Context: an optimization exercise on an open-source flow, tuned for small area. The choices shown serve that exercise and are no tape-out recipe. At most, simulation tests tie the RTL to the original design; equivalence was not proved. No activity file was given, so power comes from the tool's default toggle rates.

== run E ==
==> flow/design.v <==
module mem_spi_flash_responder #(
  parameter int ADDR_BITS    = 8,
  parameter bit QE_INIT      = 1'b0,
  parameter int DUMMY_CYCLES = 8
) (
  input  logic       clk,
  input  logic       rst,
  input  logic       in_cs_n,
  input  logic       in_sclk,
  input  logic [3:0] in_io,
  output logic [3:0] out_io,
  output logic [3:0] out_io_oe,
  output logic       out_qe,
  output logic       out_wel
);
  localparam logic [3:0] C_NONE  = 4'b0000,
                         C_RD1   = 4'b0001,
                         C_RDQ   = 4'b0011,
                         C_SR1   = 4'b0100,
                         C_SR2   = 4'b0110,
                         C_WREN  = 4'b1000,
                         C_CLR   = 4'b1100,
                         C_WRSR  = 4'b1110,
                         C_PROG  = 4'b1101,
                         C_ERASE = 4'b1111;
  logic [2047:0] ring;
  logic [7:0]    t_q;
  logic          sclk_q;
  logic [5:0]    cnt_q;
  logic [3:0]    cmd_q;
  logic [6:0]    sh_q;
  logic [7:0]    x_q;
  logic [7:0]    rbuf_q;
  logic          wel_q, qe_q, wpend_q, er_pend_q, er_act_q;
  logic       mosi, rise, fall, idle, byte_done, adv, hit, cap, er_on;
  logic [7:0] op, s, tap;
  logic       tap7;
  logic       ph32, ph40;
  assign mosi  = in_io[0];
  assign rise  = in_sclk & ~sclk_q;
  assign fall  = ~in_sclk & sclk_q;
  assign idle  = in_cs_n;
  assign op    = {sh_q, mosi};
  assign ph32  = cnt_q[5];
  assign ph40  = cnt_q[5] & cnt_q[3];
  assign byte_done = rise & (cmd_q == C_PROG) & ph32 & (cnt_q[2:0] == 3'd7);
  assign adv = rise & (((cmd_q == C_RD1) & ph32 & (cnt_q[2:0] == 3'd7)) |
                       ((cmd_q == C_RDQ) & ph40 & ~cnt_q[0]));
  assign s   = x_q + t_q + {7'd0, adv};
  assign cap = ~cmd_q[3] & cmd_q[0] & (s[2:0] == 3'd0);
  assign tap  = ring[{s[7:4], 7'd0} +: 8];
  assign tap7 = ring[{s[7:4], 7'd0} + 64 + 7];
  assign hit = wpend_q & (s[5:0] == 6'd0);
  assign er_on = er_pend_q | er_act_q;
  always_ff @(posedge clk) begin
    for (int p = 0; p < 256; p++) begin
      if (p % 64 == 1) begin
        for (int b = 0; b < 8; b++)
          ring[8*p+b] <= (ring[8*(p-1)+b] & ~(hit & (s[7:6] == 2'((p-1)/64)) & ~rbuf_q[b])) | er_on;
      end else begin
        ring[8*p +: 8] <= ring[8*((p+255)%256) +: 8];
      end
    end
  end
  always_ff @(posedge clk) begin
    t_q    <= t_q + 8'd1;
    sclk_q <= in_sclk;
    if (adv) sh_q <= {sh_q[5:3], rbuf_q[3:0]};
    else if (rise) sh_q <= {sh_q[5:0], mosi};
    if (fall && cnt_q[5:3] != 3'd0 && !cnt_q[5]) x_q <= {x_q[6:0], mosi};
    else if (adv || hit) x_q <= x_q + 8'd1;
    if (byte_done) rbuf_q <= op;
    else if (cap) begin
      if (s[3]) rbuf_q[7] <= tap7;
      else      rbuf_q    <= tap;
    end
  end
  always_ff @(posedge clk) begin
    if (idle) begin
      cnt_q <= '0;
      cmd_q <= C_NONE;
    end else if (rise) begin
      cnt_q[2:0] <= cnt_q[2:0] + 3'd1;
      if (cnt_q[2:0] == 3'd7 && cnt_q[5:3] != 3'd5) cnt_q[5:3] <= cnt_q[5:3] + 3'd1;
      if (cnt_q == 6'd7) begin
        case (op)
          8'h03:        cmd_q <= C_RD1;
          8'h6B:        cmd_q <= qe_q ? C_RDQ : C_NONE;
          8'h05:        cmd_q <= C_SR1;
          8'h35:        cmd_q <= C_SR2;
          8'h31:        cmd_q <= wel_q ? C_WRSR : C_NONE;
          8'h02:        cmd_q <= wel_q ? C_PROG : C_NONE;
          8'hC7, 8'h60: cmd_q <= wel_q ? C_ERASE : C_NONE;
          8'h04:        cmd_q <= wel_q ? C_CLR : C_NONE;
          8'h06:        cmd_q <= C_WREN;
          default:      cmd_q <= C_NONE;
        endcase
      end
    end
  end
  always_ff @(posedge clk) begin
    if (rst) begin
      wel_q     <= 1'b0;
      qe_q      <= QE_INIT;
      wpend_q   <= 1'b0;
      er_pend_q <= 1'b1;
      er_act_q  <= 1'b0;
    end else begin
      if (in_cs_n) begin
        if (cmd_q[3]) wel_q <= ~cmd_q[2];
      end
      if (rise && cmd_q == C_WRSR && cnt_q == 6'd15) qe_q <= sh_q[0];
      if (byte_done) wpend_q <= 1'b1;
      else if (hit) wpend_q <= 1'b0;
      if (in_cs_n && cmd_q == C_ERASE) er_pend_q <= 1'b1;
      else if (t_q[5:0] == 6'd0) er_pend_q <= 1'b0;
      if (er_pend_q && t_q[5:0] == 6'd0) er_act_q <= 1'b1;
      else if (t_q[5:0] == 6'd63) er_act_q <= 1'b0;
    end
  end
  logic       rd1, rdq, srd, sbit;
  logic [3:0] nib;
  assign rd1  = (cmd_q == C_RD1) & ph32;
  assign rdq  = (cmd_q == C_RDQ) & ph40;
  assign srd  = ~cmd_q[3] & cmd_q[2];
  assign sbit = (cmd_q[1] ? qe_q : wel_q) & (cnt_q[2:0] == 3'd6);
  assign nib  = cnt_q[0] ? sh_q[3:0] : rbuf_q[7:4];
  assign out_io_oe = {rdq, rdq, rd1 | rdq | srd, rdq};
  assign out_io    = {nib[3] & rdq, nib[2] & rdq,
                      (rbuf_q[~cnt_q[2:0]] & rd1) | (nib[1] & rdq) | (sbit & srd),
                      nib[0] & rdq};
  assign out_qe    = qe_q;
  assign out_wel   = wel_q;
endmodule
export LEC_CHECK = 0
export CAP_MARGIN = 20
export CORE_MARGIN = 2
export CORE_UTILIZATION = 40
export SLEW_MARGIN = 20
create_clock -name core_clock -period 8.0 [get_ports {clk}]
standard.sh (not shown) runs the stock make flow with config.mk's settings and CLKGATE_MAP_FILE= SYNTH_SCRIPT=/design/flow/synth_recipe.tcl, a recipe that flattens the netlist after the stock synthesis.
==> flow/flow/run.sh <==
#!/bin/bash
# The standard layout, except that:
# - ABC maps the logic with area recovery (flow/abc_area.script in place of ORFS's
#   abc_speed.script, in a copy of ORFS's scripts folder); registers are untouched;
# - the port buffers are made from the smallest buffer cell;
# - clock tree synthesis uses fixed sink clusters of clkbuf_8 and no dummy loads.
set -euo pipefail
rm -rf scripts_area
cp -r "$FLOW_HOME/scripts" scripts_area
cp flow/abc_area.script scripts_area/abc_speed.script
bash standard.sh SCRIPTS_DIR="$PWD/scripts_area" \
  BUFFER_PORTS_ARGS="-buffer_cell sky130_fd_sc_hd__buf_1" \
  CTS_ARGS="-sink_clustering_enable -repair_clock_nets -buf_list sky130_fd_sc_hd__clkbuf_8 -sink_clustering_size 20 -sink_clustering_max_diameter 100 -dont_use_dummy_load" \
  finish > flow_make.log 2>&1
==> flow/flow/abc_area.script <==
&get -n
&st
&dch
&nf -R 1000
&st
&dch
&nf -R 1000
&st
&dch
&nf -R 1000
&put
diff inputs: run E => run B
--- a/flow/design.v
+++ b/flow/design.v
@@ -49,6 +49,14 @@
   assign s   = x_q + t_q + {7'd0, adv};
   assign cap = ~cmd_q[3] & cmd_q[0] & (s[2:0] == 3'd0);
-  assign tap  = ring[{s[7:4], 7'd0} +: 8];
-  assign tap7 = ring[{s[7:4], 7'd0} + 64 + 7];
+  logic [15:0] tsel;
+  always_comb begin
+    tap  = '0;
+    tap7 = 1'b0;
+    for (int i = 0; i < 16; i++) begin
+      tsel[i] = (s[7:4] == 4'(i));
+      tap  = tap | ({8{tsel[i]}} & ring[128*i +: 8]);
+      tap7 = tap7 | (tsel[i] & ring[128*i + 64 + 7]);
+    end
+  end
   assign hit = wpend_q & (s[5:0] == 6'd0);
   assign er_on = er_pend_q | er_act_q;
==> run summary <==
- ring[527] as the end of the critical path was reported by run E, and rbuf_q[3] by run B.
- Number of antenna violations at the first check in global routing: run B vs run E up 3
- Comparing run E with run B, the share of the synthesized netlist area taken by xor and xnor gates came out essentially unchanged.
- [run B] required time reported for the critical path endpoint rose 0.04 ns relative to run E
- What run B reported for global-route wire length before repair has to be multiplied by 0.929 to get the figure for run E.
- Die area | run B < run E
- Run B against run E: core utilization went up by 0.22 points; part of the power in combinational logic was more or less identical.
No functional check of the RTL was part of run E.

-- separate check: timing with driven ports --
The flow's constraints put no driver on any port. The routed layouts listed below were extracted and timed again, unchanged, in two steps.
Step 1 (the two cells are an assumption about what drives the block):
set clk [get_ports {clk}]
set_driving_cell -lib_cell sky130_fd_sc_hd__clkbuf_16 $clk
set_driving_cell -lib_cell sky130_fd_sc_hd__buf_2 [delete_from_list [all_inputs] $clk]
Step 2 also shifts input and output timing later by t, the mid clock arrival at the registers, as if the neighbouring blocks saw the same clock.
a / b / c = ideal / step 1 / step 2; a / b = the first two.
run	t (ns)	setup WS [ns]	latest minus earliest clock arrival (ns)	slew at the worst register clock pin (ns)	cell pins on the clock port's net
run E	0.817	2.245 / 2.210 / 1.393	0.104 / 0.103	0.12 / 0.12	1
run B	0.786	2.171 / 2.212 / 1.426	0.150 / 0.150	0.12 / 0.12	1
After both steps every run listed still meets setup and hold. For run E, which loses most, drivers alone change the setup slack by -0.035 ns; drivers and shift together by -0.852 ns.
